Context: an optimization exercise on an open-source flow, tuned for small area, a short achievable clock period and few clock cycles per item. The choices shown serve that exercise and are no tape-out recipe.
The RTL was checked by simulation tests, not by an equivalence proof against the original design.

==> flow/constraint.sdc <==
create_clock -name core_clock -period 10.0 [get_ports {clk}]
set_input_delay 2.0000 -clock core_clock [delete_from_list [all_inputs] [get_ports {clk}]]
set_output_delay 2.0000 -clock core_clock [all_outputs]
set_load 0.01 [all_outputs]
==> flow/flow/run.sh <==
#!/bin/bash
# Own flow: the standard layout, run by standard.sh unchanged (same synthesis, steps and
# settings from config.mk), except that the port buffers global placement inserts are
# sky130_fd_sc_hd__buf_1 rather than the delay cell buffer_ports picks by itself.
# make's full output goes to flow_make.log here; each ORFS step also logs under orfs/logs.
set -euo pipefail
export BUFFER_PORTS_ARGS="-buffer_cell sky130_fd_sc_hd__buf_1"
bash standard.sh > flow_make.log 2>&1
==> flow/standard.sh <==
#!/bin/bash
# synth_recipe.tcl (not shown) runs the flow's synth.tcl, then flattens the netlist and writes it again
# the make line also repeats each setting of config.mk as NAME=value (left out here)
make -C /OpenROAD-flow-scripts/flow DESIGN_CONFIG=/design/flow/config.mk WORK_HOME=/design/flow/orfs CLKGATE_MAP_FILE= SYNTH_SCRIPT=/design/flow/synth_recipe.tcl "${@:-finish}"
==> flow/design.v <==
`default_nettype none
package dtip_pkg;
	localparam logic [3:0] C_MINUS = 4'b1010;
	localparam logic [3:0] C_PLUS  = 4'b1011;
	localparam logic [3:0] C_E     = 4'b1100;
	localparam logic [3:0] C_OTHER = 4'b1111;
	localparam logic [2:0] PH_SIGN       = 3'd0;
	localparam logic [2:0] PH_DIGITS     = 3'd1;
	localparam logic [2:0] PH_EXP_SIGN   = 3'd2;
	localparam logic [2:0] PH_EXP_DIGITS = 3'd3;
	localparam logic [2:0] PH_STOP       = 3'd4;
endpackage
`default_nettype wire
`default_nettype none
module decimal_text_to_int_parser (
	input  wire logic  clk,
	input  wire logic  arst_n,
	input  wire logic  cfg_we,
	input  wire logic  cfg_wdata,
	input  wire logic        in_valid,
	output logic             in_ready,
	input  wire logic [7:0]  in_char,
	input  wire logic        in_last,
	output logic             out_valid,
	input  wire logic        out_ready,
	output logic [31:0]      out_value
);
	logic       av_q, bv_q;      
	logic       al_q, bl_q;
	logic [3:0] ac_q, bc_q;
	logic       rdy_q;
	logic [3:0] in_code;
	logic       accept;
	always_comb begin
		if (in_char[7:4] == 4'h3 && in_char[3:0] <= 4'd9)
			in_code = in_char[3:0];
		else if (in_char == 8'h2D)
			in_code = dtip_pkg::C_MINUS;
		else if (in_char == 8'h2B)
			in_code = dtip_pkg::C_PLUS;
		else if (in_char == 8'h45)
			in_code = dtip_pkg::C_E;
		else
			in_code = dtip_pkg::C_OTHER;
	end
	assign in_ready = rdy_q;
	assign accept   = in_valid && rdy_q;
	logic        exp_en_q;
	logic        fresh_q;    
	logic [2:0]  phase_q;    
	logic        neg_q;
	logic        sat_q;
	logic [3:0]  exp_q;      
	logic        eneg_q;
	logic [3:0]  nsig_q;     
	logic        mval_q;     
	logic        negm_q;     
	logic [31:0] mag_q;      
	logic        scale_q;
	logic        dec_q;      
	logic        all9_q;
	logic        ov_q;
	logic        neg_e;
	assign neg_e = neg_q && !fresh_q;
	logic        is_dig, is_minus, is_plus, is_e;
	logic [3:0]  d;
	assign d        = ac_q;
	assign is_dig   = !(ac_q[3] && (ac_q[2] || ac_q[1]));
	assign is_minus = (ac_q == dtip_pkg::C_MINUS);
	assign is_plus  = (ac_q == dtip_pkg::C_PLUS);
	assign is_e     = (ac_q == dtip_pkg::C_E);
	logic [4:0]  dd;         
	logic [30:0] x;
	logic [29:0] t;          
	logic [30:0] m;          
	always_comb begin
		if (scale_q)
			dd = neg_q ? 5'd9 : 5'd0;
		else if (!negm_q)
			dd = {1'b0, d};
		else if (!mval_q)
			dd = {1'b0, d} - 5'd1;
		else
			dd = {1'b0, d} + 5'd9;
	end
	assign x = mag_q[30:0];
	assign t = x[29:0] + {x[27:0], 2'b00} + {26'd0, dd[4:1]};
	assign m = {t, dd[0]};
	logic gt_k, eq_k, eq_k1, d_ge8, ovf_dig, ovf_scl;
	assign gt_k    = (x > 31'd214748364);
	assign eq_k    = (x == 31'd214748364);
	assign eq_k1   = (x == 31'd214748363);
	assign d_ge8   = d[3];
	assign ovf_scl = gt_k || (neg_q && eq_k);
	assign ovf_dig = mval_q && (gt_k || (negm_q ? (eq_k || (eq_k1 && d_ge8)) : (eq_k && d_ge8)));
	logic        take_mant, take_exp, mant_dig, exp_dig, ovf;
	logic [2:0]  phase_nx;
	logic        neg_nx, eneg_nx;
	logic [3:0]  exp_nx, nsig_nx;
	assign take_mant = ((phase_q == dtip_pkg::PH_SIGN) && !is_minus && !is_plus) ||
		(phase_q == dtip_pkg::PH_DIGITS);
	assign take_exp  = ((phase_q == dtip_pkg::PH_EXP_SIGN) && !is_minus && !is_plus) ||
		(phase_q == dtip_pkg::PH_EXP_DIGITS);
	assign mant_dig  = take_mant && is_dig;
	assign exp_dig   = take_exp && is_dig;
	assign ovf       = mant_dig && ovf_dig;
	always_comb begin
		phase_nx = phase_q;
		neg_nx   = neg_e;
		exp_nx   = exp_q;
		eneg_nx  = eneg_q;
		nsig_nx  = nsig_q;
		if (phase_q == dtip_pkg::PH_SIGN && is_minus) begin
			neg_nx = !neg_e;
		end else if (phase_q == dtip_pkg::PH_EXP_SIGN && is_minus) begin
			eneg_nx  = 1'b1;
			phase_nx = dtip_pkg::PH_EXP_DIGITS;
		end else if (phase_q == dtip_pkg::PH_EXP_SIGN && is_plus) begin
			phase_nx = dtip_pkg::PH_EXP_DIGITS;
		end else if (take_mant) begin
			if (is_dig) begin
				phase_nx = ovf_dig ? dtip_pkg::PH_STOP : dtip_pkg::PH_DIGITS;
				if (nsig_q != 4'd0 || d != 4'd0)
					nsig_nx = nsig_q + 4'd1;
			end else if (is_e && exp_en_q && !al_q) begin
				phase_nx = dtip_pkg::PH_EXP_SIGN;
			end else begin
				phase_nx = dtip_pkg::PH_STOP;
			end
		end else if (take_exp) begin
			if (is_dig) begin
				phase_nx = dtip_pkg::PH_EXP_DIGITS;
				exp_nx   = (exp_q != 4'd0) ? 4'd10 : d;
			end else begin
				phase_nx = dtip_pkg::PH_STOP;
			end
		end
	end
	logic [3:0] ef;
	logic [4:0] sum_ne;
	logic       d_scale, d_sat, d_zero;
	assign ef      = exp_dig ? ((exp_q != 4'd0) ? 4'd10 : d) : exp_q;
	assign sum_ne  = {1'b0, nsig_q} + {1'b0, ef};
	assign d_scale = !mant_dig && ef != 4'd0 && nsig_q != 4'd0 &&
		(eneg_q ? (ef < nsig_q) : (sum_ne <= 5'd10));
	assign d_sat   = ovf || sat_q ||
		(!mant_dig && !eneg_q && ef != 4'd0 && nsig_q != 4'd0 && sum_ne >= 5'd11);
	assign d_zero  = (nsig_nx == 4'd0) || (!mant_dig && eneg_q && ef != 4'd0 && ef >= nsig_q);
	logic [1:0] chunk;
	logic [7:0] dq;
	logic [3:0] dr;
	assign chunk = phase_q[1:0];
	always_comb begin
		logic q;
		dr = (chunk == 2'd0) ? 4'd0 : nsig_q;
		for (int i = 7; i >= 0; i--) begin
			q     = dr[3] || (dr[2] && (dr[1] || dr[0]));
			dq[i] = q;
			dr    = {q ? (dr[3] && dr[0]) : dr[2],
				q ? (dr[3] ? !dr[0] : (dr[1] && dr[0])) : dr[1],
				dr[0] ^ q,
				mag_q[24 + i]};
		end
	end
	logic [7:0] wd;
	always_comb begin
		logic lz;
		lz = ((chunk == 2'd3) || !(|mag_q[23:16])) && (chunk[1] || !(|mag_q[15:8])) &&
			(chunk[1] || chunk[0] || !(|mag_q[7:0]));
		for (int i = 0; i < 8; i++) begin
			wd[i] = mag_q[24 + i] ^ lz;
			lz    = lz && !mag_q[24 + i];
		end
	end
	assign out_value = mag_q ^ {32{neg_q}};
	assign out_valid = ov_q;
	logic last9, scale_end, take, take_last;
	assign last9     = (dr == 4'd9);
	assign scale_end = scale_q && (!eneg_q ? (ovf_scl || exp_q == 4'd1) :
		(chunk == 2'd3 && (dec_q || (exp_q == 4'd1 && !(neg_q && !(all9_q && last9))))));
	assign take      = av_q && !scale_q && (!ov_q || out_ready);
	assign take_last = take && al_q;
	logic scale_nx, fresh_nx;
	assign scale_nx = take ? (al_q && d_scale) : (scale_q && !scale_end);
	assign fresh_nx = take ? al_q : fresh_q;
	always_ff @(posedge clk or negedge arst_n) begin
		if (!arst_n) begin
			av_q     <= 1'b0;
			bv_q     <= 1'b0;
			rdy_q    <= 1'b1;
			exp_en_q <= 1'b0;
			fresh_q  <= 1'b1;
			scale_q  <= 1'b0;
			ov_q     <= 1'b0;
			mval_q   <= 1'b0;
			negm_q   <= 1'b0;
			phase_q  <= dtip_pkg::PH_SIGN;
			sat_q    <= 1'b0;
			exp_q    <= 4'd0;
			eneg_q   <= 1'b0;
			nsig_q   <= 4'd0;
		end else begin
			if (take) begin
				av_q  <= bv_q || accept;
				bv_q  <= bv_q && accept;
				rdy_q <= 1'b1;
			end else begin
				av_q  <= av_q || accept;
				bv_q  <= bv_q || (av_q && accept);
				rdy_q <= !(av_q && (bv_q || accept));
			end
			if (cfg_we)
				exp_en_q <= cfg_wdata;
			fresh_q <= fresh_nx;
			scale_q <= scale_nx;
			ov_q    <= (take_last && !d_scale) || scale_end || (ov_q && !out_ready);
			if (take) begin
				mval_q <= !al_q && nsig_nx != 4'd0;
				negm_q <= !al_q && neg_nx;
				if (al_q) begin
					phase_q <= dtip_pkg::PH_SIGN;
					sat_q   <= 1'b0;
					nsig_q  <= 4'd0;
					if (d_scale) begin
						mval_q <= 1'b1;
						exp_q  <= ef;
						eneg_q <= eneg_q;
					end else begin
						exp_q  <= 4'd0;
						eneg_q <= 1'b0;
					end
				end else begin
					phase_q <= phase_nx;
					sat_q   <= sat_q || ovf;
					exp_q   <= exp_nx;
					eneg_q  <= eneg_nx;
					nsig_q  <= nsig_nx;
				end
			end else if (scale_q) begin
				if (scale_end) begin
					mval_q  <= 1'b0;
					phase_q <= dtip_pkg::PH_SIGN;
					exp_q   <= 4'd0;
					eneg_q  <= 1'b0;
					nsig_q  <= 4'd0;
				end else if (!eneg_q) begin
					exp_q <= exp_q - 4'd1;
				end else begin
					phase_q <= {1'b0, chunk + 2'd1};
					nsig_q  <= dr;
					if (chunk == 2'd3 && !dec_q)
						exp_q <= exp_q - 4'd1;
				end
			end
		end
	end
	always_ff @(posedge clk) begin
		if (take && bv_q) begin
			ac_q <= bc_q;
			al_q <= bl_q;
		end else if (take || !av_q) begin
			ac_q <= in_code;
			al_q <= in_last;
		end
		if (accept) begin
			bc_q <= in_code;
			bl_q <= in_last;
		end
		if (take) begin
			neg_q  <= neg_nx;
			dec_q  <= 1'b0;
			all9_q <= 1'b1;
			if (al_q && d_sat)
				mag_q <= {1'b0, {31{1'b1}}};
			else if (al_q && d_zero)
				mag_q <= {32{neg_nx}};
			else if (mant_dig)
				mag_q <= mval_q ? {1'b0, m} : {27'd0, dd};
		end else if (scale_q) begin
			if (!eneg_q) begin
				mag_q <= ovf_scl ? {1'b0, {31{1'b1}}} : {1'b0, m};
			end else begin
				mag_q <= {mag_q[23:0], dec_q ? wd : dq};
				if (chunk == 2'd3 && !dec_q) begin
					all9_q <= all9_q && last9;
					dec_q  <= (exp_q == 4'd1);
				end
			end
		end
	end
endmodule
`default_nettype wire
==> flow/config.mk <==
export PLATFORM = sky130hd
export DESIGN_NAME = decimal_text_to_int_parser
export DESIGN_NICKNAME = decimal_text_to_int_parser
export VERILOG_FILES = /design/flow/design.v
export SDC_FILE = /design/flow/constraint.sdc
export NUM_CORES = 4
export LEC_CHECK = 0
export CAP_MARGIN = 20
export CORE_MARGIN = 2
export CORE_UTILIZATION = 40
export CTS_BUF_LIST = sky130_fd_sc_hd__clkbuf_2 sky130_fd_sc_hd__clkbuf_4 sky130_fd_sc_hd__clkbuf_8
export SETUP_SLACK_MARGIN = 4.5
export SLEW_MARGIN = 20
==> flow_metrics.tcl, run 1 <==
set metrics [dict create \
    yosys-top-cells-area "edfxtp_1, ha_1, a21oi_1, dfrtp_1, xor2_1" \
    drv_slew 0 \
    drtIter0Drc 448 \
    die_h_um 142.7 \
    ioPinCount 49 \
    fin_crit_ns 5.180 \
    grt_max_degree 36 \
    path_cells "inv_1 -> ha_1 -> a21o_1 -> a21oi_1 -> xor2_1 -> mux2i_1 -> fa_1 -> inv_1 -> fa_1 -> a21o_1 -> a21oi_1 -> o21bai_1 -> a31oi_2 -> a21o_1 -> o21ai_0 -> a211o_1 -> a221oi_2 -> and4b_1 -> a21oi_1 -> a31oi_1" \
    cts_tree "yes" \
    setup_viol 0 \
    cap_violations 0 \
    grt_pass1_vias 6601 \
    final_nets 1038 \
    firstDrtPassIters 5 \
    synthTopCellsByCount "a21oi_1, nor2_1, ha_1, nand2_1" \
    synth-main-ff-cell "edfxtp_1" \
    hold_path_startpoint "bv_q" \
    overflow 0 \
    critPathSlowestCell "fa_1" \
    ys_warn_count 1 \
    post-route-drc-count 0 \
    slowest_delay_ns 0.52 \
    hold_viol 0 \
    worstSetupPathType "reg2reg" \
    setup-tns-final_ns 0 \
    seq_area_frac_synth_pct 24.48 \
    status "finished clean" \
    timing.rr.start "mval_q" \
    post-synth-top-area-cell "edfxtp_1" \
    required_ns 10.12 \
    antenna_found_initial 0 \
    post-route-util_pct 43.88 \
    diodes 0 \
    final_area_sq_mm 0.008235 \
    core_sq_mm 0.01877 \
    clock_latency_ns 0.39 \
    die_w_um 142.7 \
    synth_nets 1018 \
    start_util_pct 41.01 \
    crit_fanout 10 \
    syn_to_final_growth_pct 6.990 \
    yosysMostFrequentCell "a21oi_1" \
    place.gp.congestion 0.9494 \
    cts_setup_buffers 0 \
    root_buffer "clkbuf_8" \
    ys_types 95 \
    grt_use_total_pct 21.36 \
    fin_crit_sh_pct 51.80 \
    numCtsBuffers 9 \
    crit_path_end_kind "flop" \
    fp-row-count 50 \
    synth_top_area_share_pct 16.78 \
    synthArstFlopShare_pct 32.84 \
    wl_per_cell_um 18.33 \
    tightestPinTransition_ns 1.061 \
    crit_start "mval_q" \
    post-dp-hpwl_um 15510 \
    wirelength_um 21550 \
    synth_area_sq_mm 0.007697 \
    portBuffers 48 \
    h-tree-depth 3 \
    critPathArrivalTime_ns 5.30 \
    timing.fmax_mhz 193.1 \
    num_vias 6934 \
    vias_per_cell 5.896 \
    placed_cell_area_sq_mm 0.007999 \
    cts.sink_count 67 \
    drive_gt1_share_pct 8.280 \
    hold_class "reg2reg" \
    clk_pin_slew_worst_paths_ns 0.09 \
    synth_edf_count 43 \
    cts_buffer_depth 2 \
    syn_area_per_cell_sq_um 8.394 \
    relSlewSlack_pct 29.09 \
    drtAntennaViolNets 0 \
    syn_inst 917 \
    dieArea_sq_mm 0.02037 \
    cp-start-kind "flop" \
    grt_pass1_wl_um 34950 \
    synth_seq_cells 67 \
    grt_setup_unrepaired "true" \
    finClkSkew_ns 0.01216 \
]
## placed cells by master, fill, tap and decap left out, types with 9 or more instances in the layout
master / count
nor2_1: 88
nor4_1: 10
o21ai_0: 45
inv_1: 35
buf_1: 48
nand2_1: 67
nor3b_1: 9
ha_1: 81
a21oi_1: 102
edfxtp_1: 43
nand3_1: 28
xor2_1: 45
mux2_2: 9
nor3_1: 18
a211oi_1: 13
a21o_1: 21
dfrtp_1: 19
nand2b_1: 12
o22ai_1: 12
clkbuf_8: 9
xnor2_1: 25
## worst max-delay path: cells and delay by family (launching register included)
| family | cells | cell delay, ns |
|---|---|---|
| compound gates | 12 | 2.44 |
| fa+ha+maj | 3 | 1.24 |
| flops | 1 | 0.49 |
| buf+inv | 2 | 0.25 |
| simple gates | 1 | 0.24 |
| xor+xnor | 1 | 0.16 |
| mux | 1 | 0.11 |
## cell families after synthesis
| kind of cell | share of synthesized area, % |
|---|---|
| AOI/OAI and AO/OA | 24.51 |
| muxes | 2.357 |
| adders and majority gates | 14.60 |
| buffers and inverters | 4.519 |
| and+or+nand+nor | 20.71 |
| xor gates and xnor gates | 8.827 |
| DFF | 24.48 |
## sequential cells by signal, summed over array words and instances, names as in the netlist
name      count
bv_q          1
exp_q         4
neg_q         1
exp_en_q      1
rdy_q         1
fresh_q       1
bl_q          1
ac_q          4
negm_q        1
scale_q       1
mag_q        32
eneg_q        1
av_q          1
dec_q         1
all9_q        1
phase_q       3
bc_q          4
al_q          1
ov_q          1
sat_q         1
mval_q        1
nsig_q        4
## what timing repair did
action,CTS,global route
endpoints found under the setup margin,2,22
hold buffers,0,0
resized for setup,2,7
endpoints found under the hold margin,0,0
## worst paths after layout
check	cells past startpoint	slack (ns)	end
worst min-delay path	1	0.47	rdy_q
min in group asynchronous	2	1.59	nsig_q[0]
max in group asynchronous	2	8.12	rdy_q
worst min register to register	1	0.47	rdy_q
worst max register to register	20	4.82	mag_q[30]
worst max-delay path	20	4.82	mag_q[30]
## final cells by class
cell class                 count  area [sq um]
clock inverter                 7         81.33
inverter                      41         153.9
timing repair buffer          51         202.7
tap                          234         292.8
clock buffer                   9         123.9
fill                        1903         10530
sequential                    67          1886
multi-input combinational    767          5495
## per-layer routing
| layer | vias up | GRT usage [%] | routed length [um] |
|---|---|---|---|
| li1 | 3433 | - | - |
| met1 | 3276 | 30.82 | 10420 |
| met2 | 197 | 33.38 | 9688 |
| met3 | 28 | 3.119 | 1115 |
| met4 | 0 | 5.732 | 329 |
| met5 | - | 0 | 0 |
## per-stage QoR
stage,setup WS [ns],hold WS [ns],instances
2_1_floorplan,5.143,0.4391,917
3_3_place_gp,4.409,0.4548,1160
3_5_place_dp,4.317,0.4627,1160
4_1_cts,4.534,0.4743,1176
5_1_grt,4.487,0.5016,1176
6_report,4.820,0.4708,1176
Testbench counts, summed over its fixed seeds: cycles 15,027, strings 2,400.
==> run 2: changes to the inputs <==
--- a/flow/config.mk
+++ b/flow/config.mk
@@ -9,5 +9,5 @@
 export CORE_MARGIN = 2
 export CORE_UTILIZATION = 40
 export CTS_BUF_LIST = sky130_fd_sc_hd__clkbuf_2 sky130_fd_sc_hd__clkbuf_4 sky130_fd_sc_hd__clkbuf_8
-export SETUP_SLACK_MARGIN = 4.5
+export SETUP_SLACK_MARGIN = 5
 export SLEW_MARGIN = 20
==> run 2 against run 1 <==
Still clean on timing, DRC and antenna. Cell area grew 1.5%. Non-clock buffer count is 11 higher. Register-to-register slack gained 0.46 ns. Worst hold slack worse by 0.0029 ns. Critical path depth shrank 1. Sequential share of layout area is 0.35 points lower. Clock skew is 0.0025 ns lower. Largest cell class unchanged. Cell count is 0.94% higher. Worst setup slack better by 0.46 ns. Maximum frequency increased by 9.9%. First-iteration DRC count is 4.5% higher. Critical path type unchanged.
==> flow_metrics.tcl, run 2 <==
set metrics [dict create \
    status "finished clean" \
    finClkSkew_ns 0.009647 \
    grt_pass1_vias 6625 \
    final_cell_mix "a21oi_1, nor2_1, ha_1" \
    final_nets 1049 \
    final_area_sq_mm 0.008363 \
    place.gp.congestion 0.9494 \
    crit_fanout 8 \
    start_util_pct 41.01 \
    relSlewSlack_pct 32.72 \
    synth_edf_count 43 \
    cp-start-kind "flop" \
    h-tree-depth 3 \
    critPathSlowestCell "a211oi_1" \
    vias_per_cell 5.913 \
    synthArstFlopShare_pct 32.84 \
    hold_viol 0 \
    overflow 0 \
    final_common_cell "a21oi_1" \
    num-fill-cells 1895 \
    synth_area_sq_mm 0.007697 \
    synth-main-ff-cell "edfxtp_1" \
    ys_warn_count 1 \
    drive_gt1_share_pct 9.969 \
    required_ns 10.13 \
    hold_class "reg2reg" \
    path_cells "inv_1 -> ha_1 -> or3b_2 -> nor2_1 -> mux2_2 -> ha_1 -> inv_1 -> fa_1 -> o22ai_1 -> a21oi_1 -> o31ai_1 -> a21oi_1 -> o31ai_1 -> a211oi_1 -> o21ai_4 -> buf_4 -> a21oi_1 -> nor4_1 -> or2_1" \
    dieArea_sq_mm 0.02037 \
    clk_pin_slew_worst_paths_ns 0.09 \
    firstDrtPassIters 5 \
    fp-row-count 50 \
    portBuffers 48 \
    slowest_delay_ns 0.54 \
    regMostFlops "mag_q" \
    critPathArrivalTime_ns 4.85 \
    grt_use_total_pct 21.40 \
    ctsHoldBuffers 0 \
    setup_viol 0 \
    cap_violations 0 \
    post-synth-top-area-cell "edfxtp_1" \
    synthTopCellsByCount "a21oi_1, nor2_1, ha_1, nand2_1" \
    synth_top_area_share_pct 16.78 \
    synth_seq_cells 67 \
    tightestPinTransition_ns 1.007 \
    fin_crit_sh_pct 47.15 \
    syn_to_final_growth_pct 8.648 \
    grt_setup_unrepaired "false" \
    seq_area_frac_synth_pct 24.48 \
    die_w_um 142.7 \
    syn_area_per_cell_sq_um 8.394 \
    layoutNonFillerInstCount 1187 \
    drv_slew 0 \
    crit_path_end_kind "flop" \
    drtAntennaViolNets 0 \
    multi_input_area_sq_mm 0.005540 \
    placed_cell_area_sq_mm 0.007999 \
    cts_tree "yes" \
    post-route-drc-count 0 \
    wirelength_um 21580 \
    grt_max_degree 36 \
    antenna_found_initial 0 \
    root_buffer "clkbuf_8" \
    timing.fmax_mhz 212.1 \
    diodes 0 \
    critical_path.most_common_cell "a21oi_1" \
    yosys-top-cells-area "edfxtp_1, ha_1, a21oi_1, dfrtp_1, xor2_1" \
    post-dp-hpwl_um 15510 \
    regArea_sq_mm 0.001886 \
    dp.cells 1160 \
    largest_reg_flops 32 \
    worstSetupPathType "reg2reg" \
    numCtsBuffers 9 \
    wl_per_cell_um 18.18 \
    cts_buffer_depth 2 \
    core_sq_mm 0.01877 \
    yosysMostFrequentCell "a21oi_1" \
    setup-tns-final_ns 0 \
    cts.sink_count 67 \
    syn_inst 917 \
    fin_crit_ns 4.715 \
    ioPinCount 49 \
    die_h_um 142.7 \
    num_vias 7019 \
    grt_pass1_wl_um 35000 \
    ys_types 95 \
    clock_latency_ns 0.38 \
    synth_nets 1018 \
    drtIter0Drc 468 \
]
run 2: cell count changes in the layout (fill, tap and decap cells not counted), moves of 2 or more:
cell | before | now
buf_4 | 3 | 14
a21oi_1 | 102 | 100
a21oi_2 | 0 | 2
o21ai_0 | 45 | 43
run 2: cells by family after synthesis:
family | synth area share [%]
AO/OA/AOI/OAI | 24.51
XOR/XNOR | 8.827
adder cells (fa/ha/maj) | 14.60
buffers and inverters | 4.519
flip-flops | 24.48
multiplexers | 2.357
AND/OR/NAND/NOR | 20.71
run 2: what timing repair did:
item / CTS / global route
pin swaps: 2 / 6
setup endpoints to repair: 23 / 55
buffers inserted: 3 / 8
gates cloned: 0 / 0
resized for setup: 10 / 11
run 2: worst max-delay path: cells and delay by family (launching register included):
family          cells  cell delay [ns]
buf+inv             3             0.37
fa+ha+maj           3             0.81
mux                 1             0.22
simple gates        4             1.01
compound gates      8             1.59
flops               1             0.44
run 2: path summary, 6_finish.rpt:
kind                                from         to  slack (ns)  cells past startpoint
worst min register to register      bv_q      rdy_q        0.47                      1
worst max-delay path            exp_q[0]   mag_q[0]        5.28                     19
max in group asynchronous         arst_n      rdy_q        8.12                      2
worst max register to register  exp_q[0]   mag_q[0]        5.28                     19
worst min-delay path                bv_q      rdy_q        0.47                      1
min in group asynchronous         arst_n  nsig_q[0]        1.59                      2
run 2: final cells by class:
class / instances / share of cell area, %
Tap cell: 234 / 3.501
Clock buffer: 9 / 1.481
Timing Repair Buffer: 62 / 3.411
Multi-Input combinational cell: 767 / 66.25
Sequential cell: 67 / 22.55
Clock inverter: 7 / 0.9725
Inverter: 41 / 1.840
run 2: metal layers:
layer | global-route usage (%) | up-vias | routed length [um]
li1 | - | 3447 | -
met2 | 33.48 | 179 | 9735
met1 | 30.67 | 3368 | 10410
met5 | 0 | - | 0
met4 | 5.732 | 0 | 330
met3 | 3.387 | 25 | 1101
run 2: stage by stage:
| step | utilization (%) | hold WS [ns] | setup WS (ns) |
|---|---|---|---|
| after CTS | 43.97 | 0.4743 | 5.008 |
| final | 44.56 | 0.4678 | 5.285 |
| after global placement | 42.62 | 0.4548 | 4.409 |
| after global routing | 44.56 | 0.5016 | 4.966 |
| after floorplan | - | 0.4391 | 5.143 |
| after detailed placement | 42.62 | 0.4627 | 4.317 |
==> run 3: changes to the inputs <==
--- a/flow/config.mk
+++ b/flow/config.mk
@@ -9,5 +9,6 @@
 export CORE_MARGIN = 2
 export CORE_UTILIZATION = 40
 export CTS_BUF_LIST = sky130_fd_sc_hd__clkbuf_2 sky130_fd_sc_hd__clkbuf_4 sky130_fd_sc_hd__clkbuf_8
+export PLACE_DENSITY = 0.75
 export SETUP_SLACK_MARGIN = 5
 export SLEW_MARGIN = 20
==> run 3 against run 2 <==
Largest cell class unchanged. Via count grew 1.6%. Flip-flop and latch count did not move. Still clean. Highest routed layer unchanged.
==> flow_metrics.tcl, run 3 <==
set metrics [dict create \
    crit_fanout 3 \
    hold_depth 1 \
    regMostFlops "mag_q" \
    overflow 0 \
    yosysMostFrequentCell "a21oi_1" \
    numCtsBuffers 9 \
    wirelength_um 20800 \
    drtAntennaViolNets 0 \
    placed_cell_area_sq_mm 0.007999 \
    vias_per_cell 6.020 \
    grt_pass1_vias 6774 \
    synth_top_area_share_pct 16.78 \
    dp_slack_ns 4.488 \
    crit_start "ac_q[1]" \
    hold_viol 0 \
    grt_pass1_wl_um 33880 \
    ys_types 95 \
    ioPinCount 49 \
    largest_reg_flops 32 \
    grt_use_total_pct 20.43 \
    drv_slew 0 \
    status "finished clean" \
    dieArea_sq_mm 0.02037 \
    root_buffer "clkbuf_8" \
    finClkSkew_ns 0.01001 \
    place.gp.congestion 0.9371 \
    hold_class "reg2reg" \
    synth-main-ff-cell "edfxtp_1" \
    post-dp-hpwl_um 15090 \
    clock_latency_ns 0.36 \
    required_ns 10.10 \
    cap_violations 0 \
    syn_inst 917 \
    die_w_um 142.7 \
    crit_path_end_kind "flop" \
    final_area_sq_mm 0.008378 \
    synth_seq_cells 67 \
    wl_per_cell_um 17.57 \
    ys_warn_count 1 \
    drive_gt1_share_pct 9.789 \
    post-route-drc-count 0 \
    fp-row-count 50 \
    core_sq_mm 0.01877 \
    yosys-top-cells-area "edfxtp_1, ha_1, a21oi_1, dfrtp_1, xor2_1" \
    critPathArrivalTime_ns 4.87 \
    ctsHoldBuffers 0 \
    cts.sink_count 67 \
    worst_slack_ns 5.225 \
    firstDrtPassIters 8 \
    antenna_found_initial 0 \
    relSlewSlack_pct 34.46 \
    hold_path_startpoint "bv_q" \
    cts_buffer_depth 2 \
    drtIter0Drc 708 \
    synth_area_sq_mm 0.007697 \
    synthTopCellsByCount "a21oi_1, nor2_1, ha_1, nand2_1" \
    final_common_cell "a21oi_1" \
    syn_to_final_growth_pct 8.843 \
    final_nets 1046 \
    synth_nets 1018 \
    r2r_cells 19 \
    grt_max_degree 36 \
    timing.rr.start "ac_q[1]" \
    post-synth-top-area-cell "edfxtp_1" \
    start_util_pct 41.01 \
    whs_ns 0.4738 \
    timing.fmax_mhz 209.4 \
    cts_tree "yes" \
    die_h_um 142.7 \
    portBuffers 48 \
    cp-start-kind "flop" \
    tightestPinTransition_ns 0.9807 \
    setup_viol 0 \
    grt_setup_unrepaired "true" \
    synth_edf_count 43 \
    syn_area_per_cell_sq_um 8.394 \
    seq_area_frac_synth_pct 24.48 \
    h-tree-depth 3 \
    clk_pin_slew_worst_paths_ns 0.08 \
    worstSetupPathType "reg2reg" \
    fin_crit_ns 4.775 \
    synthArstFlopShare_pct 32.84 \
    final_cell_mix "a21oi_1, nor2_1, ha_1" \
    diodes 0 \
    num_vias 7128 \
    setup-tns-final_ns 0 \
    fin_crit_sh_pct 47.75 \
]
run 3: changes by cell type in the layout (fill, tap and decap cells not counted), sizes merged:
cell,before,now
inv,43,39
buf,62,59
bufinv,1,3
clkinv,3,5
run 3: final timing paths:
kind,endpoint,slack [ns]
setup / recovery,mag_q[30],5.23
hold / removal,rdy_q,0.47
setup reg to reg,mag_q[30],5.23
hold reg to reg,rdy_q,0.47
max in group asynchronous,fresh_q,8.10
min in group asynchronous,av_q,1.61
run 3: layout make-up:
type                            count  area (sq um)
Sequential cell                    67          1886
Inverter                           41         153.9
Multi-Input combinational cell    767          5544
Tap cell                          234         292.8
Fill cell                        1867         10390
Clock inverter                      7         115.1
Timing Repair Buffer               59         262.8
Clock buffer                        9         123.9
run 3: metrics by stage:
step	utilization [%]	cells
final	44.64	1184
after global routing	44.64	1184
after CTS	44.27	1182
after detailed placement	42.62	1160
after global placement	42.62	1160
after floorplan	-	917
run 3: cells by family (layout without fill, tap and decap cells):
family / after synthesis / after routing / synth area share, %
DFF: 67 / 67 / 24.48
AOI/OAI and AO/OA: 289 / 289 / 24.51
and+or+nand+nor: 301 / 301 / 20.71
adders and majority gates: 87 / 87 / 14.60
xor gates and xnor gates: 73 / 73 / 8.827
muxes: 17 / 17 / 2.357
buffers and inverters: 83 / 116 / 4.519
run 3: metal layers:
layer | vias to the layer above | routed length [um] | GRT usage (%) | share of wire [%]
li1 | 3452 | - | - | -
met1 | 3379 | 9184 | 27.50 | 44
met2 | 254 | 9791 | 33.30 | 47
met3 | 43 | 1281 | 2.918 | 6.2
met4 | 0 | 548 | 7.764 | 2.6
met5 | - | 0 | 0 | 0
run 3: worst max-delay path, cell delays in order, from the launching register on:
cell      delay, ns
edfxtp_1       0.43
ha_1           0.31
a21o_1         0.17
a21oi_1        0.16
xor2_1         0.20
mux2i_2        0.12
fa_1           0.58
inv_1          0.08
fa_2           0.40
a21o_1         0.19
a21oi_2        0.17
o21bai_1       0.11
a31oi_1        0.23
a21o_1         0.20
o21ai_2        0.10
a211o_1        0.30
a221oi_2       0.32
and4b_1        0.24
a21oi_2        0.12
a31oi_1        0.08
run 3: timing repair:
| action | CTS | global route |
|---|---|---|
| gates cloned | 0 | 0 |
| pin swaps | 0 | 7 |
| buffers inserted | 6 | 2 |
| endpoints found under the setup margin | 22 | 53 |
| resized for setup | 10 | 13 |
==> run 4: changes to the inputs <==
==> flow/flow/run.sh (replaced) <==
#!/bin/bash
set -euo pipefail
MARGIN=$(cat flow/margin.txt)
sed "s/\"\\\${@:-finish}\"/SETUP_SLACK_MARGIN=${MARGIN} \"\${@:-finish}\"/" standard.sh > standard_margin.sh
grep -q "SETUP_SLACK_MARGIN=${MARGIN}" standard_margin.sh
bash standard_margin.sh > flow_make.log 2>&1
==> flow/flow/margin.txt (new file) <==
6.0
--- a/flow/config.mk
+++ b/flow/config.mk
@@ -8,7 +8,4 @@
 export CAP_MARGIN = 20
 export CORE_MARGIN = 2
 export CORE_UTILIZATION = 40
-export CTS_BUF_LIST = sky130_fd_sc_hd__clkbuf_2 sky130_fd_sc_hd__clkbuf_4 sky130_fd_sc_hd__clkbuf_8
-export PLACE_DENSITY = 0.75
-export SETUP_SLACK_MARGIN = 5
 export SLEW_MARGIN = 20
==> run 4 against run 3 <==
Still clean on timing, DRC and antenna. Synthesized area did not move. Core utilization rose by 8.8 points. Critical endpoint unchanged. Global-route usage rose by 2.5 points.
==> flow_metrics.tcl, run 4 <==
set metrics [dict create \
    worstSetupPathType "reg2reg" \
    seq_area_frac_synth_pct 24.48 \
    fin_crit_ns 4.599 \
    die_h_um 142.7 \
    cts_tree "yes" \
    post-route-drc-count 0 \
    yosys-top-cells-area "edfxtp_1, ha_1, a21oi_1, dfrtp_1, xor2_1" \
    post-dp-hpwl_um 15620 \
    drv_slew 0 \
    num_vias 7498 \
    diodes 0 \
    syn_inst 917 \
    root_buffer "clkbuf_16" \
    core_sq_mm 0.01877 \
    gr-usage-met3_pct 2.985 \
    grt_pass1_wl_um 37650 \
    start_util_pct 41.01 \
    wl_per_cell_um 19.07 \
    final_nets 1123 \
    post-synth-top-area-cell "edfxtp_1" \
    final_common_cell "nor2_1" \
    grt_max_degree 36 \
    critPathArrivalTime_ns 4.67 \
    grtUsageMet2_pct 37.37 \
    post-route-util_pct 53.47 \
    firstDrtPassIters 5 \
    ctsHoldBuffers 0 \
    setup-tns-final_ns 0 \
    synth_edf_count 43 \
    synthArstFlopShare_pct 32.84 \
    tightestPinTransition_ns 0.9452 \
    antenna_found_initial 0 \
    syn_area_per_cell_sq_um 8.394 \
    ys_warn_count 1 \
    overflow 0 \
    synth_top_area_share_pct 16.78 \
    status "finished clean" \
    crit_fanout 2 \
    synth-main-ff-cell "edfxtp_1" \
    syn_to_final_growth_pct 30.36 \
    cts.sink_count 67 \
    grt_setup_unrepaired "true" \
    required_ns 10.07 \
    portBuffers 48 \
    cap_violations 0 \
    wirelength_um 24040 \
    drtAntennaViolNets 0 \
    fin_crit_sh_pct 45.99 \
    dieArea_sq_mm 0.02037 \
    drive_gt1_share_pct 25.90 \
    crit_path_end_kind "flop" \
    busiest_layer "met2" \
    synth_area_sq_mm 0.007697 \
    timing.fmax_mhz 217.4 \
    cp-start-kind "flop" \
    synth_nets 1018 \
    numCtsBuffers 9 \
    clock_latency_ns 0.34 \
    h-tree-depth 3 \
    hold_class "reg2reg" \
    place.gp.congestion 0.9305 \
    clk_pin_slew_worst_paths_ns 0.06 \
    setup_viol 0 \
    vias_per_cell 5.946 \
    drtIter0Drc 618 \
    relSlewSlack_pct 36.98 \
    ys_types 95 \
    cts_buffer_depth 2 \
    regMostFlops "mag_q" \
    fp-row-count 50 \
    grt_pass1_vias 7045 \
    yosysMostFrequentCell "a21oi_1" \
    ioPinCount 49 \
    grt_use_total_pct 22.96 \
    gr-usage-met1_pct 32.69 \
    largest_reg_flops 32 \
    hold_viol 0 \
    synth_seq_cells 67 \
    die_w_um 142.7 \
    final_cell_mix "nor2_1, ha_1, a21oi_1" \
    synthTopCellsByCount "a21oi_1, nor2_1, ha_1, nand2_1" \
    finClkSkew_ns 0.007957 \
]
-- run 4: cell counts after synthesis --
No cell type changed its count.
-- run 4: final timing paths --
kind / start / end / slack (ns) / cells past startpoint
max in group asynchronous: arst_n / phase_q[0] / 7.93 / 1
max reg2reg: ac_q[1] / mag_q[30] / 5.40 / 20
max: ac_q[1] / mag_q[30] / 5.40 / 20
min reg2reg: bv_q / rdy_q / 0.48 / 1
min: bv_q / rdy_q / 0.48 / 1
min in group asynchronous: arst_n / nsig_q[3] / 1.65 / 1
-- run 4: final cells by class --
type / count / area, sq um
Inverter: 41 / 162.7
Clock inverter: 4 / 77.57
Fill cell: 1709 / 8733
Tap cell: 234 / 292.8
Sequential cell: 67 / 1889
Clock buffer: 12 / 279.0
Multi-Input combinational cell: 775 / 6160
Timing Repair Buffer: 128 / 1174
-- run 4: layer usage --
metal	share of wire [%]	wire length [um]
met4	1.8	437
met1	45	10740
met5	0	0
met2	47	11370
met3	6.2	1491
-- run 4: cells by family after synthesis --
family / Yosys count / synth area share [%]
AND/OR/NAND/NOR: 301 / 20.71
AO/OA/AOI/OAI: 289 / 24.51
adder cells (fa/ha/maj): 87 / 14.60
buffers and inverters: 83 / 4.519
XOR/XNOR: 73 / 8.827
flip-flops: 67 / 24.48
multiplexers: 17 / 2.357
-- run 4: timing repair --
| item | CTS | global route |
|---|---|---|
| endpoints found under the setup margin | 83 | 89 |
| gates resized for setup | 63 | 92 |
| setup buffers | 40 | 37 |
| pin swaps | 52 | 45 |
| gates cloned | 7 | 1 |
-- run 4: metrics by stage --
| step | setup WS, ns | hold slack (ns) | area [sq um] | instances |
|---|---|---|---|---|
| floorplan | 5.692 | 0.4391 | 7794 | 917 |
| global placement | 4.661 | 0.4643 | 8386 | 1160 |
| detailed placement | 4.591 | 0.4625 | 8381 | 1160 |
| CTS | 5.437 | 0.4751 | 9360 | 1223 |
| global route | 5.191 | 0.5071 | 10030 | 1261 |
| finish | 5.401 | 0.4822 | 10030 | 1261 |
-- run 4: critical path, stage by stage (launching register included) --
cell and delay, ns:
edfxtp_1 0.40, buf_6 0.14, ha_4 0.22, a21o_1 0.16
a21oi_2 0.14, xor2_1 0.19, mux2i_2 0.12, fa_1 0.52
inv_2 0.05, fa_2 0.33, a21o_1 0.17, a21oi_2 0.16
o21bai_1 0.11, a31oi_2 0.26, a21o_1 0.23, o21ai_2 0.09
a211o_1 0.30, a221oi_2 0.29, and4b_1 0.24, a21oi_2 0.12
a31oi_1 0.09
==> run 5: changes to the inputs <==
==> flow/flow/margin.txt (replaced) <==
6.7
==> run 5 against run 4 <==
Critical path type unchanged. Synthesized cell count stayed put. Flip-flop and latch count stayed put. Core utilization is 5.4 points higher. Clock skew is 0.0024 ns lower.
==> flow_metrics.tcl, run 5 <==
set metrics [dict create \
    num_vias 7968 \
    grtUsageMet2_pct 41.98 \
    die_h_um 142.7 \
    setup-tns-final_ns 0 \
    timing.fmax_mhz 216.3 \
    path_cells "buf_4 -> inv_2 -> fa_2 -> nor2b_2 -> nor3_2 -> xnor2_1 -> nor3b_2 -> fa_1 -> ha_4 -> a21o_1 -> a21oi_2 -> o21bai_2 -> a31oi_2 -> a21o_1 -> o21ai_2 -> a211o_1 -> a221oi_2 -> and4b_1 -> a21oi_1 -> a31oi_1" \
    reg2reg_slack_ns 5.38 \
    syn_to_final_growth_pct 43.42 \
    drv_slew 0 \
    synthTopCellsByCount "a21oi_1, nor2_1, ha_1, nand2_1" \
    tightestPinTransition_ns 1.081 \
    gr-usage-met3_pct 4.091 \
    final_cell_mix "buf_4, nor2_1, ha_1" \
    drive_gt1_share_pct 36.00 \
    crit_path_end_kind "flop" \
    syn_area_per_cell_sq_um 8.394 \
    overflow 0 \
    wl_per_cell_um 20.13 \
    grt_pass1_vias 7594 \
    hold_class "reg2reg" \
    fin_crit_ns 4.622 \
    grt_pass1_wl_um 41080 \
    firstDrtPassIters 5 \
    drtAntennaViolNets 0 \
    critPathArrivalTime_ns 4.71 \
    vias_per_cell 5.973 \
    drtIter0Drc 729 \
    diodes 0 \
    antenna_found_initial 0 \
    yosys-top-cells-area "edfxtp_1, ha_1, a21oi_1, dfrtp_1, xor2_1" \
    cp-start-kind "flop" \
    dp_slack_ns 4.977 \
    grt_use_total_pct 25.45 \
    relSlewSlack_pct 27.95 \
    grt_max_degree 27 \
    clk_pin_slew_worst_paths_ns 0.06 \
    dieArea_sq_mm 0.02037 \
    ys_types 95 \
    critPathSlowestCell "fa_1" \
    start_util_pct 41.01 \
    numCtsBuffers 9 \
    core_sq_mm 0.01877 \
    cap_violations 0 \
    root_buffer "clkbuf_16" \
    grt_setup_unrepaired "true" \
    portBuffers 48 \
    critical_path.most_common_cell "a21o_1" \
    status "finished clean" \
    die_w_um 142.7 \
    synthArstFlopShare_pct 32.84 \
    final_common_cell "buf_4" \
    fin_crit_sh_pct 46.22 \
    largest_reg_flops 32 \
    fp-row-count 50 \
    gr-usage-met1_pct 34.57 \
    slowest_delay_ns 0.50 \
    synth_nets 1018 \
    ioPinCount 49 \
    worst_slack_ns 5.378 \
    wirelength_um 26850 \
    hold_viol 0 \
    yosysMostFrequentCell "a21oi_1" \
    h-tree-depth 3 \
    cp_top_family "compound AO/OA/AOI/OAI gates" \
    synth_top_area_share_pct 16.78 \
    synth_area_sq_mm 0.007697 \
    cts.sink_count 67 \
    clock_latency_ns 0.34 \
    worst-path-buf-inv 2 \
    required_ns 10.09 \
    busiest_layer "met2" \
    cts_tree "yes" \
    synth-main-ff-cell "edfxtp_1" \
    worstSetupPathType "reg2reg" \
    cts_buffer_depth 2 \
    finClkSkew_ns 0.005559 \
    place.gp.congestion 0.9113 \
    regMostFlops "mag_q" \
    post-dp-hpwl_um 15660 \
    synth_edf_count 43 \
    seq_area_frac_synth_pct 24.48 \
    crit_fanout 3 \
    synth_seq_cells 67 \
    post-synth-top-area-cell "edfxtp_1" \
    final_nets 1196 \
    syn_inst 917 \
    ys_warn_count 1 \
    setup_viol 0 \
    post-route-drc-count 0 \
]
==> run 5: changes by cell type in the layout (fill, tap and decap cells not counted), moves of 5 or more <==
cell,before,now
clkdlybuf4s50_1,47,8
buf_6,16,52
buf_2,1,34
buf_4,61,88
a21oi_2,36,27
a21oi_1,65,71
buf_16,0,5
==> run 5: final timing paths <==
check                         from         to  cells after the start
min in group asynchronous   arst_n   exp_q[2]                      1
min                        fresh_q    fresh_q                      2
max in group asynchronous   arst_n  nsig_q[0]                      1
max                        ac_q[1]  mag_q[30]                     20
max reg2reg                ac_q[1]  mag_q[30]                     20
min reg2reg                fresh_q    fresh_q                      2
==> run 5: timing repair <==
item	CTS	global route
resized for setup	261	88
hold buffers	0	0
endpoints found under the setup margin	120	113
pin swaps	72	48
setup buffers	114	31
gates cloned	12	1
==> run 5: metal layers <==
metal	part of all wire [%]	routed length, um	up-vias
met5	0	0	-
met4	2.5	683	0
met3	6.4	1724	59
met2	48	12780	314
met1	43	11660	3830
li1	-	-	3765
==> run 5: layout make-up <==
cell class	instances	area, sq um
fillers	1650	7729
inverters	41	163.9
well taps	234	292.8
flip-flops and latches	67	1894
multi-input cells	775	6474
clock inverters	6	137.6
repair buffers	201	1848
clock buffers	10	229.0
==> run 5: worst min-delay path, stage by stage (launching register included) <==
cell	delay, ns
dfstp_2	0.38
nand2_1	0.06
nand2_1	0.06
==> run 5: logic make-up after synthesis <==
kind of cell | Yosys count | share of synthesized area [%]
AOI/OAI and AO/OA | 289 | 24.51
DFF | 67 | 24.48
xor gates and xnor gates | 73 | 8.827
adders and majority gates | 87 | 14.60
muxes | 17 | 2.357
buffers and inverters | 83 | 4.519
and+or+nand+nor | 301 | 20.71
==> run 5: stage by stage <==
step	area, sq um	instances	hold slack (ns)	utilization, %
after floorplan	8016	917	0.4391	-
after global placement	8552	1160	0.4689	45.57
after detailed placement	8552	1160	0.4822	45.57
after CTS	10410	1302	0.4927	55.45
after global routing	11040	1334	0.5033	58.82
final	11040	1334	0.4960	58.82
==> run 6: changes to the inputs <==
==> flow/flow/run.sh (replaced) <==
#!/bin/bash
set -euo pipefail
MARGIN=$(cat flow/margin.txt)
export BUFFER_PORTS_ARGS="-buffer_cell sky130_fd_sc_hd__buf_1"
sed "s/\"\\\${@:-finish}\"/SETUP_SLACK_MARGIN=${MARGIN} \"\${@:-finish}\"/" standard.sh > standard_margin.sh
grep -q "SETUP_SLACK_MARGIN=${MARGIN}" standard_margin.sh
bash standard_margin.sh > flow_make.log 2>&1
==> flow/flow/margin.txt (replaced) <==
5.6
--- a/flow/config.mk
+++ b/flow/config.mk
@@ -8,4 +8,5 @@
 export CAP_MARGIN = 20
 export CORE_MARGIN = 2
 export CORE_UTILIZATION = 40
+export CTS_BUF_LIST = sky130_fd_sc_hd__clkbuf_2 sky130_fd_sc_hd__clkbuf_4 sky130_fd_sc_hd__clkbuf_8
 export SLEW_MARGIN = 20
==> run 6 against run 5 <==
Cell count fell by 8.8%. Maximum frequency rose by 1.7%. Routed wire length is 19% lower. Synthesized cell count is the same. Count of clock-buffer cells in the layout up 2. Non-clock buffer count shrank 114. Die area unchanged. Via count is 10% lower. Worst hold slack worse by 0.026 ns. Critical path type unchanged.
==> flow_metrics.tcl, run 6 <==
set metrics [dict create \
    ys_types 95 \
    core_sq_mm 0.01877 \
    fin_crit_ns 4.546 \
    clk_pin_slew_worst_paths_ns 0.08 \
    syn_to_final_growth_pct 13.75 \
    finClkSkew_ns 0.005784 \
    num_vias 7149 \
    drv_slew 0 \
    setup-tns-final_ns 0 \
    crit_fanout 3 \
    worstSetupPathType "reg2reg" \
    synth_nets 1018 \
    synthTopCellsByCount "a21oi_1, nor2_1, ha_1, nand2_1" \
    timing.fmax_mhz 220.0 \
    clock_latency_ns 0.36 \
    wirelength_um 21860 \
    die_h_um 142.7 \
    seq_area_frac_synth_pct 24.48 \
    cts.sink_count 67 \
    num-fill-cells 1844 \
    syn_inst 917 \
    crit_path_end "mag_q[30]" \
    reg2reg_slack_ns 5.45 \
    root_buffer "clkbuf_8" \
    ioPinCount 49 \
    grt_pass1_vias 6487 \
    drtAntennaViolNets 0 \
    regMostFlops "mag_q" \
    grt_setup_unrepaired "true" \
    setup_viol 0 \
    post-route-drc-count 0 \
    final_cell_mix "a21oi_1, nor2_1, ha_1" \
    largest_reg_flops 32 \
    h-tree-depth 3 \
    synth_area_sq_mm 0.007697 \
    crit_start "ac_q[1]" \
    ys_warn_count 1 \
    place.gp.congestion 0.9181 \
    cts_tree "yes" \
    synth_seq_cells 67 \
    drtIter0Drc 607 \
    overflow 0 \
    cts_buffer_depth 2 \
    cap_violations 0 \
    tightestPinTransition_ns 0.7714 \
    fin_crit_sh_pct 45.46 \
    timing.rr.start "ac_q[1]" \
    vias_per_cell 5.879 \
    grt_use_total_pct 20.91 \
    firstDrtPassIters 5 \
    hold_class "reg2reg" \
    yosys-top-cells-area "edfxtp_1, ha_1, a21oi_1, dfrtp_1, xor2_1" \
    cp-start-kind "flop" \
    r2r_end "mag_q[30]" \
    fp-row-count 50 \
    numCtsBuffers 9 \
    wl_per_cell_um 17.98 \
    required_ns 10.11 \
    synth-main-ff-cell "edfxtp_1" \
    grt_max_degree 35 \
    antenna_found_initial 0 \
    hold_path_startpoint "fresh_q" \
    grt_pass1_wl_um 34390 \
    post-dp-hpwl_um 15330 \
    syn_area_per_cell_sq_um 8.394 \
    start_util_pct 41.01 \
    dieArea_sq_mm 0.02037 \
    final_common_cell "a21oi_1" \
    die_w_um 142.7 \
    ctsHoldBuffers 0 \
    drive_gt1_share_pct 15.89 \
    critPathArrivalTime_ns 4.66 \
    r2r_cells 19 \
    synth_top_area_share_pct 16.78 \
    portBuffers 48 \
    final_nets 1078 \
    synthArstFlopShare_pct 32.84 \
    yosysMostFrequentCell "a21oi_1" \
    whs_ns 0.4703 \
    relSlewSlack_pct 48.10 \
    synth_edf_count 43 \
    crit_path_end_kind "flop" \
    status "finished clean" \
    post-synth-top-area-cell "edfxtp_1" \
    hold_viol 0 \
    diodes 0 \
]
[run 6: cell counts after synthesis]
No cell type changed its count.
[run 6: what timing repair did]
item / CTS / global route
endpoints found under the hold margin: 0 / 0
cloned: 0 / 4
setup buffers: 16 / 18
resized for setup: 22 / 33
endpoints found under the setup margin: 64 / 75
pin swaps: 23 / 34
[run 6: cell type report]
type / instances / area (sq um) / share of cell area, %
timing repair buffer: 87 / 476.7 / 5.444
clock inverter: 4 / 50.05 / 0.5716
clock buffer: 12 / 152.6 / 1.743
inverter: 41 / 156.4 / 1.786
multi-input combinational: 771 / 5742 / 65.58
sequential: 67 / 1886 / 21.53
tap: 234 / 292.8 / 3.344
[run 6: worst min-delay path by stage]
stage	cells past startpoint	slack [ns]	endpoint
after floorplan	2	0.44	fresh_q
after global placement	2	0.46	fresh_q
after detailed placement	2	0.46	fresh_q
after CTS	2	0.47	fresh_q
after global routing	1	0.49	rdy_q
final	2	0.47	fresh_q
[run 6: metrics by stage]
stage	worst slack, ns	utilization [%]	area [sq um]	instances
finish	5.454	46.65	8756	1216
floorplan	5.602	-	7750	917
global placement	4.855	42.93	8056	1162
global route	5.217	46.65	8756	1216
CTS	5.406	45.06	8457	1194
detailed placement	4.723	42.93	8056	1162
[run 6: worst max-delay path, stage by stage, from the launching register on]
cell      delay, ns
edfxtp_1       0.43
inv_2          0.06
fa_2           0.37
nor2b_1        0.12
nor3_1         0.07
xnor2_1        0.15
nor3b_2        0.30
fa_1           0.51
ha_4           0.24
a21o_1         0.19
a21oi_2        0.17
o21bai_2       0.10
a31oi_2        0.23
a21o_1         0.24
o21ai_4        0.08
a211o_1        0.32
a221oi_2       0.30
and4b_1        0.24
a21oi_2        0.11
a31oi_1        0.08
[run 6: cell families after synthesis]
family	share of synthesized area [%]
multiplexers	2.357
flip-flops	24.48
AO/OA/AOI/OAI	24.51
adder cells (fa/ha/maj)	14.60
XOR/XNOR	8.827
buffers and inverters	4.519
AND/OR/NAND/NOR	20.71
[run 6: layer usage]
layer	share of wire, %	GRT usage [%]	routed length (um)
met5	0	0	0
met4	1.7	4.950	375
met3	5.0	2.079	1089
met2	45	33.00	9890
met1	48	30.77	10510
==> run 7: changes to the inputs <==
==> flow/flow/margin.txt (replaced) <==
5.15
==> run 7 against run 6 <==
First-iteration DRC count shrank 15%. Critical path depth is the same. Routed wire length shrank 0.11%. Clock skew grew 0.011 ns. Maximum frequency shrank 4.6%. Worst hold slack gained 0.0050 ns. Worst setup slack lost 0.22 ns. Synthesized area is the same. Count of clock-buffer cells in the layout shrank 3. Critical endpoint unchanged. Largest cell class unchanged.
==> flow_metrics.tcl, run 7 <==
set metrics [dict create \
    dp.cells 1160 \
    setup_viol 0 \
    drive_gt1_share_pct 11.39 \
    h-tree-depth 3 \
    critPathSlowestCell "dfrtp_2" \
    vias_per_cell 5.908 \
    ys_warn_count 1 \
    dieArea_sq_mm 0.02037 \
    grt_use_total_pct 21.69 \
    cap_violations 0 \
    cp-start-kind "flop" \
    antenna_found_initial 0 \
    drtIter0Drc 516 \
    tightestPinTransition_ns 1.016 \
    die_h_um 142.7 \
    portBuffers 48 \
    largest_reg_flops 32 \
    syn_inst 917 \
    cp_top_family "compound AO/OA/AOI/OAI gates" \
    final_common_cell "a21oi_1" \
    fin_crit_ns 4.768 \
    hold_viol 0 \
    slowest_delay_ns 0.45 \
    synth_area_sq_mm 0.007697 \
    yosysMostFrequentCell "a21oi_1" \
    synth_nets 1018 \
    crit_fanout 9 \
    status "finished clean" \
    final_cell_mix "a21oi_1, nor2_1, ha_1" \
    hold_path_startpoint "bv_q" \
    diodes 0 \
    root_buffer "clkbuf_8" \
    ys_types 95 \
    post-route-drc-count 0 \
    place.gp.congestion 0.9478 \
    start_util_pct 41.01 \
    synthArstFlopShare_pct 32.84 \
    ioPinCount 49 \
    grt_pass1_vias 6792 \
    fin_crit_sh_pct 47.68 \
    crit_start "mval_q" \
    cts_tree "yes" \
    grt_setup_unrepaired "true" \
    worstSetupPathType "reg2reg" \
    synth_edf_count 43 \
    regMostFlops "mag_q" \
    timing.rr.start "mval_q" \
    yosys-top-cells-area "edfxtp_1, ha_1, a21oi_1, dfrtp_1, xor2_1" \
    final_nets 1053 \
    grt_pass1_wl_um 35250 \
    syn_area_per_cell_sq_um 8.394 \
    timing.fmax_mhz 209.8 \
    firstDrtPassIters 5 \
    cts.sink_count 67 \
    wl_per_cell_um 18.34 \
    drtAntennaViolNets 0 \
    crit_path_end_kind "flop" \
    post-route-util_pct 45.19 \
    core_sq_mm 0.01877 \
    finClkSkew_ns 0.01674 \
    required_ns 10.11 \
    hold_class "reg2reg" \
    drv_slew 0 \
    clock_latency_ns 0.38 \
    setup-tns-final_ns 0 \
    cts_buffer_depth 2 \
    path_cells "buf_6 -> fa_2 -> xnor2_1 -> mux2i_1 -> nor2_1 -> ha_1 -> ha_2 -> fa_2 -> a21o_1 -> a21oi_2 -> o21bai_1 -> a31oi_1 -> a21o_1 -> o21ai_4 -> a211o_1 -> a221oi_4 -> and4b_1 -> a21oi_2 -> a31oi_1" \
    fp-row-count 50 \
    post-synth-top-area-cell "edfxtp_1" \
    clk_pin_slew_worst_paths_ns 0.09 \
    post-dp-hpwl_um 15420 \
    die_w_um 142.7 \
    num_vias 7036 \
    layoutNonFillerInstCount 1191 \
    seq_area_frac_synth_pct 24.48 \
    overflow 0 \
    synthTopCellsByCount "a21oi_1, nor2_1, ha_1, nand2_1" \
    whs_ns 0.4752 \
    critPathArrivalTime_ns 4.88 \
    synth-main-ff-cell "edfxtp_1" \
    synth_seq_cells 67 \
    synth_top_area_share_pct 16.78 \
    wirelength_um 21840 \
    worst-path-buf-inv 1 \
    relSlewSlack_pct 32.08 \
    numCtsBuffers 9 \
    syn_to_final_growth_pct 10.19 \
    ctsHoldBuffers 0 \
    grt_max_degree 35 \
]
run 7: cell count changes in the layout (fill, tap and decap cells not counted), sizes merged:
cell,before,now
inv,38,42
buf,87,65
clkbuf,12,9
clkinvlp,2,0
bufinv,1,2
or2,14,11
run 7: final cells by class:
| cell class | instances | area, sq um |
|---|---|---|
| clock buffers | 9 | 123.9 |
| clock inverters | 7 | 106.4 |
| multi-input cells | 768 | 5605 |
| well taps | 234 | 292.8 |
| flip-flops and latches | 67 | 1886 |
| repair buffers | 65 | 311.5 |
| inverters | 41 | 156.4 |
| fillers | 1838 | 10290 |
run 7: final timing paths:
check | endpoint | slack, ns | cells past startpoint
max | mag_q[30] | 5.23 | 19
min | rdy_q | 0.48 | 1
max reg2reg | mag_q[30] | 5.23 | 19
min reg2reg | rdy_q | 0.48 | 1
max in group asynchronous | fresh_q | 8.11 | 2
min in group asynchronous | nsig_q[0] | 1.59 | 2
run 7: metrics by stage:
step           cell area, sq um  setup slack, ns
2_1_floorplan              7699            5.256
4_1_cts                    8325            5.167
5_1_grt                    8482            5.082
6_report                   8482            5.232
3_5_place_dp               7999            4.414
3_3_place_gp               7999            4.502
run 7: logic make-up (layout without fill, tap and decap cells):
kind of cell | after synthesis | in the layout | share of synthesized area (%)
AOI/OAI and AO/OA | 289 | 289 | 24.51
adders and majority gates | 87 | 87 | 14.60
muxes | 17 | 17 | 2.357
buffers and inverters | 83 | 122 | 4.519
and+or+nand+nor | 301 | 302 | 20.71
DFF | 67 | 67 | 24.48
xor gates and xnor gates | 73 | 73 | 8.827
run 7: what timing repair did:
action                                  in CTS  in global routing
cloned                                       0                  1
buffers inserted                             6                  8
endpoints found under the hold margin        0                  0
pin swaps                                    4                 23
resized for setup                           15                 21
endpoints found under the setup margin      23                 60
run 7: layer usage:
metal	share of wire [%]	global-route usage (%)	up-vias	wire, um
met5	0	0	-	0
met4	1.5	6.045	0	317
met3	5.1	3.052	23	1105
met2	46	35.05	198	10040
met1	48	30.32	3348	10380
li1	-	-	3467	-
run 7: worst register-to-register path, delay by kind of cell, from the launching register on:
family	cells	cell delay (ns)
flops	1	0.45
simple gates	2	0.31
buf+inv	1	0.15
mux	1	0.23
compound gates	10	1.90
xor+xnor	1	0.15
fa+ha+maj	4	1.31
==> run 8: changes to the inputs <==
==> flow/flow/margin.txt (replaced) <==
5.45
==> run 8 against run 7 <==
Still clean. Cell count increased by 1.1%. Global-route usage shrank 0.40 points. Register-to-register slack improved by 0.15 ns. Sequential share of layout area shrank 0.40 points. Non-clock buffer count rose by 13. Routed wire length increased by 0.39%. Flip-flop and latch count stayed put.
==> flow_metrics.tcl, run 8 <==
set metrics [dict create \
    status "finished clean" \
    grt_setup_unrepaired "true" \
    syn_to_final_growth_pct 12.19 \
    seq_area_frac_synth_pct 24.48 \
    synthArstFlopShare_pct 32.84 \
    setup-tns-final_ns 0 \
    diodes 0 \
    final_nets 1066 \
    ioPinCount 49 \
    crit_fanout 3 \
    synth_top_area_share_pct 16.78 \
    grt_max_degree 36 \
    cts_tree "yes" \
    place.gp.congestion 0.8956 \
    cp.depth 19 \
    cap_violations 0 \
    ys_types 95 \
    firstDrtPassIters 5 \
    synth_area_sq_mm 0.007697 \
    drv_slew 0 \
    post-route-util_pct 46.01 \
    grt_use_total_pct 21.29 \
    hold_viol 0 \
    core_sq_mm 0.01877 \
    placed_cell_area_sq_mm 0.008023 \
    crit_path_end_kind "flop" \
    portBuffers 48 \
    finClkSkew_ns 0.01516 \
    post-dp-hpwl_um 15350 \
    num-fill-cells 1823 \
    fp-row-count 50 \
    dp.cells 1161 \
    dieArea_sq_mm 0.02037 \
    dp_slack_ns 4.659 \
    synth_seq_cells 67 \
    slowest_delay_ns 0.49 \
    numCtsBuffers 9 \
    required_ns 10.11 \
    final_area_sq_mm 0.008636 \
    synthTopCellsByCount "a21oi_1, nor2_1, ha_1, nand2_1" \
    critPathSlowestCell "fa_1" \
    final_cell_mix "a21oi_1, nor2_1, ha_1" \
    cp_top_family "compound AO/OA/AOI/OAI gates" \
    yosys-top-cells-area "edfxtp_1, ha_1, a21oi_1, dfrtp_1, xor2_1" \
    largest_reg_flops 32 \
    root_buffer "clkbuf_8" \
    post-synth-top-area-cell "edfxtp_1" \
    antenna_found_initial 0 \
    ctsHoldBuffers 0 \
    cts.sink_count 67 \
    overflow 0 \
    setup_viol 0 \
    clock_latency_ns 0.37 \
    fin_crit_sh_pct 46.19 \
    r2r_cells 19 \
    tightestPinTransition_ns 0.8142 \
    worstSetupPathType "reg2reg" \
    timing.fmax_mhz 216.5 \
    start_util_pct 41.01 \
    synth_edf_count 43 \
    synth_nets 1018 \
    path_cells "buf_4 -> fa_2 -> nor2b_1 -> nor3_1 -> xnor2_1 -> nor3b_2 -> fa_1 -> ha_4 -> a21o_1 -> a21oi_2 -> o21bai_1 -> a31oi_1 -> a21o_1 -> o21ai_2 -> a211o_1 -> a221oi_2 -> and4b_1 -> a21oi_2 -> a31oi_1" \
    final_common_cell "a21oi_1" \
    ys_warn_count 1 \
    grt_pass1_wl_um 34830 \
    critPathArrivalTime_ns 4.73 \
    num_vias 7101 \
    drtAntennaViolNets 0 \
    hold_depth 2 \
    syn_inst 917 \
    syn_area_per_cell_sq_um 8.394 \
    drive_gt1_share_pct 13.51 \
    wirelength_um 21930 \
    layoutNonFillerInstCount 1204 \
    cp-start-kind "flop" \
    h-tree-depth 3 \
    die_w_um 142.7 \
    synth-main-ff-cell "edfxtp_1" \
    worst-path-buf-inv 1 \
    clk_pin_slew_worst_paths_ns 0.09 \
    wl_per_cell_um 18.21 \
    regMostFlops "mag_q" \
    hold_class "reg2reg" \
    die_h_um 142.7 \
    yosysMostFrequentCell "a21oi_1" \
    worst_slack_ns 5.381 \
    vias_per_cell 5.898 \
    fin_crit_ns 4.619 \
    drtIter0Drc 577 \
    post-route-drc-count 0 \
    cts_buffer_depth 2 \
    whs_ns 0.4740 \
    relSlewSlack_pct 45.72 \
    grt_pass1_vias 6640 \
]
[run 8: changes by cell type in the layout (fill, tap and decap cells not counted), sizes merged]
cell      change
clkinv        +1
buf          +13
clkinvlp      +1
inv           -3
bufinv        +1
[run 8: worst min-delay path: stages (launching register included)]
cell     delay (ns)
dfstp_2        0.38
nand2_1        0.05
nand2_1        0.05
[run 8: path summary, 6_finish.rpt]
| kind | from | to | slack (ns) |
|---|---|---|---|
| max | mval_q | mag_q[30] | 5.38 |
| max reg2reg | mval_q | mag_q[30] | 5.38 |
| max in group asynchronous | arst_n | fresh_q | 8.11 |
| min reg2reg | fresh_q | fresh_q | 0.47 |
| min in group asynchronous | arst_n | nsig_q[2] | 1.60 |
| min | fresh_q | fresh_q | 0.47 |
[run 8: area by class of cell]
type                       count  area (sq um)  area share, %
tap                          234         292.8          3.390
sequential                    67          1886          21.83
timing repair buffer          78         416.7          4.825
clock buffer                   9         123.9          1.434
multi-input combinational    768          5637          65.27
inverter                      41         156.4          1.811
clock inverter                 7         123.9          1.434
[run 8: repair_timing]
item / CTS / global route
pin swaps: 19 / 20
gates resized for setup: 23 / 19
endpoints found under the setup margin: 56 / 61
endpoints found under the hold margin: 0 / 0
setup buffers: 18 / 8
cloned: 0 / 1
[run 8: metal layers]
metal / track usage, % / wire [um] / share of wire, % / up-vias
met4: 6.097 / 366 / 1.7 / 0
met1: 30.71 / 10650 / 49 / 3370
met5: 0 / 0 / 0 / -
met3: 2.918 / 1049 / 4.8 / 29
met2: 33.25 / 9865 / 45 / 203
li1: - / - / - / 3499
[run 8: cells by family (layout without fill, tap and decap cells)]
kind of cell | Yosys count | after routing | share of synthesized area, %
buffers and inverters | 83 | 135 | 4.519
DFF | 67 | 67 | 24.48
and+or+nand+nor | 301 | 302 | 20.71
adders and majority gates | 87 | 87 | 14.60
muxes | 17 | 17 | 2.357
AOI/OAI and AO/OA | 289 | 289 | 24.51
xor gates and xnor gates | 73 | 73 | 8.827

==> re-timing with driven ports <==
Ports are ideal in the flow. The routed layouts listed here were re-timed in OpenROAD. Step 1: set_driving_cell puts a clkbuf_16 on clk and a buf_2 on each other input, an assumption about the parent block. Step 2 also shifts input and output timing later by t, the mid clock arrival at the registers, as if the neighbouring blocks saw the same clock. Three values: ideal ports, drivers, drivers and shift; two values: the first two.
| run | t, ns | setup slack, ns | worst setup path at the end | clock arrival spread, ns | pins driven straight from the clock port |
|---|---|---|---|---|---|
| run 1 | 0.416 | 4.820 / 4.820 / 4.820 | register to register | 0.012 / 0.012 | 1 |
| run 2 | 0.411 | 5.285 / 5.285 / 4.976 | input to register | 0.010 / 0.009 | 1 |
| run 3 | 0.397 | 5.225 / 5.225 / 5.047 | input to register | 0.010 / 0.010 | 1 |
| run 4 | 0.374 | 5.401 / 5.401 / 5.401 | register to register | 0.008 / 0.008 | 1 |
| run 5 | 0.380 | 5.378 / 5.378 / 5.378 | register to register | 0.006 / 0.005 | 1 |
| run 6 | 0.392 | 5.454 / 5.454 / 5.454 | register to register | 0.006 / 0.006 | 1 |
| run 7 | 0.412 | 5.232 / 5.232 / 5.029 | input to register | 0.017 / 0.017 | 1 |
| run 8 | 0.401 | 5.381 / 5.381 / 5.346 | input to register | 0.015 / 0.015 | 1 |
After both steps every run listed still meets setup and hold. For run 2, which loses most, drivers alone change the setup slack by 0.000 ns; drivers and shift together by -0.309 ns.
